What follows belongs to an exercise in optimizing a design on an open flow for small area and a short achievable clock period; a production flow would make more cautious choices. The RTL was checked by simulation tests, not by an equivalence proof against the original design. No activity file was given, so power comes from the tool's default toggle rates.

==> branch lagoon <==
==> flow/design.v (excerpt) <==
module cpu_alu #(
    parameter int WIDTH = pkg_cpu_alu::ALU_WIDTH
) (
    input  logic             clk,
    input  logic             rst,
    input  logic             in_valid,
    input  logic [WIDTH-1:0] a,
    input  logic [WIDTH-1:0] b,
    input  logic [3:0]       oper,
    input  logic [3:0]       flags_in,
    output logic             out_valid,
    output logic [WIDTH-1:0] result,
    output logic [3:0]       flags_out
);
Settings: LEC_CHECK=0, CAP_MARGIN=20, CORE_MARGIN=2, CORE_UTILIZATION=60, SETUP_SLACK_MARGIN=4, SLEW_MARGIN=20, SYNTH_HIERARCHICAL=1; clock period 11.0 ns.
standard.sh (not shown) runs the stock make flow with config.mk's settings and CLKGATE_MAP_FILE= SYNTH_SCRIPT=/design/flow/synth_recipe.tcl, a recipe that flattens the netlist after the stock synthesis.
==> flow/flow/run.sh <==
#!/bin/bash
# Standard layout, except that the port buffers are plain buf_2 cells instead of the
# resizer's default choice, and non-critical cells are downsized after global routing.
set -e
export BUFFER_PORTS_ARGS="-buffer_cell sky130_fd_sc_hd__buf_2"
export RECOVER_POWER=100
bash standard.sh > standard.log 2>&1
==> branch sierra (differences from branch lagoon) <==
==> flow/flow/run.sh (replaced) <==
#!/bin/bash
# Standard layout, except that the port buffers are plain buf_2 cells instead of the
# resizer's default choice.
set -e
export BUFFER_PORTS_ARGS="-buffer_cell sky130_fd_sc_hd__buf_2"
bash standard.sh > standard.log 2>&1
--- a/flow/config.mk
+++ b/flow/config.mk
@@ -9,5 +9,5 @@
 export CORE_MARGIN = 2
 export CORE_UTILIZATION = 60
-export SETUP_SLACK_MARGIN = 4
+export SETUP_SLACK_MARGIN = 5
 export SLEW_MARGIN = 20
 export SYNTH_HIERARCHICAL = 1
==> branch quartz (differences from branch lagoon) <==
==> flow/flow/run.sh (replaced) <==
#!/bin/bash
# Standard layout, except that the port buffers are plain buf_2 cells instead of the
# resizer's default choice.
set -e
export BUFFER_PORTS_ARGS="-buffer_cell sky130_fd_sc_hd__buf_2"
bash standard.sh > standard.log 2>&1
--- a/flow/config.mk
+++ b/flow/config.mk
@@ -9,5 +9,6 @@
 export CORE_MARGIN = 2
 export CORE_UTILIZATION = 60
-export SETUP_SLACK_MARGIN = 4
+export SETUP_SLACK_MARGIN = 3.5
 export SLEW_MARGIN = 20
 export SYNTH_HIERARCHICAL = 1
+export TNS_END_PERCENT = 0
==> branch indigo (differences from branch lagoon) <==
==> flow/flow/run.sh (replaced) <==
#!/bin/bash
# Standard layout, except that the port buffers are plain buf_2 cells instead of the
# resizer's default choice.
set -e
export BUFFER_PORTS_ARGS="-buffer_cell sky130_fd_sc_hd__buf_2"
bash standard.sh > standard.log 2>&1
==> qor summary <==
	branch lagoon	branch sierra	branch indigo	branch quartz
Proportion of power drawn by flip-flops and latches	0.042	0.038	0.041	0.045
Drt via density	6.94	7.12	6.93	6.64
Fraction of met1 tracks used by global routing	0.574	0.562	0.574	0.536
Power share of the combinational group	0.924	0.931	0.925	0.919
Routed wire length	86500 um	91200 um	86400 um	77700 um
Diodes inserted	0	1	0	0
Met3 layer usage reported by global route	0.102	0.118	0.102	0.0795
Layout fillers	2426	2178	2404	2809
Area of the multi-input gates	19600 um^2	20200 um^2	19600 um^2	18600 um^2
Final Wtd Congestion	1.00	0.992	1.00	0.987
Slew @ Worst Pin	2220 ps	1340 ps	1210 ps	933 ps
Sequential cell power	0.000187 W	0.000186 W	0.000185 W	0.000184 W
Layout cell share with drive strength beyond 1	0.252	0.309	0.272	0.189
Worst EP required	11230 ps	11150 ps	11200 ps	11210 ps
M1 wire length	30500 um	30600 um	30600 um	29300 um
Synthesis-to-finish area growth	23.7%	28.7%	24.3%	12.8%
Upper clock frequency limit	113 MHz	133 MHz	134 MHz	133 MHz
Power after layout	0.00450 W	0.00492 W	0.00453 W	0.00408 W
Net Sw Frac	0.526	0.530	0.524	0.532
Last element of the critical path	r_result[31]	r_result[26]	r_flags[0]	r_flags[0]
Post-layout net count	3015	3053	3015	2932
Result of the run	finished with violations	finished clean	finished clean	finished clean
Layout check failures	capacitance limit, slew limit	-	-	-
Estimated wirelength of the detail-placed design	55100 um	56100 um	55100 um	55300 um
Count of plain and timing-repair buffers	346	383	346	259

separate check: timing with driven ports:
In the flow no input, the clock included, has a driving cell. The finished layouts below were timed again as built, in two steps.
Step 1, drivers: a clkbuf_16 drives clk and a buf_2 each remaining input, both assumed.
Step 2, shift: input delay + t, output delay - t, t = (earliest + latest rising clock arrival at the registers) / 2. This alone moves slack from input paths to output paths.
Three values: ideal, step 1, step 2; two values: the first two.
run | t (ns) | setup slack, ns | latest minus earliest clock arrival (ns)
branch lagoon | 0.328 | 2.161 / 2.081 / 1.753 | 0.009 / 0.010
branch sierra | 0.336 | 3.490 / 3.445 / 3.110 | 0.012 / 0.011
branch quartz | 0.333 | 3.481 / 3.480 / 3.147 | 0.006 / 0.006
branch indigo | 0.328 | 3.552 / 3.492 / 3.165 | 0.010 / 0.009
The setup slack of branch lagoon, which loses most, moves by -0.080 ns with the drivers and by -0.408 ns with both steps.
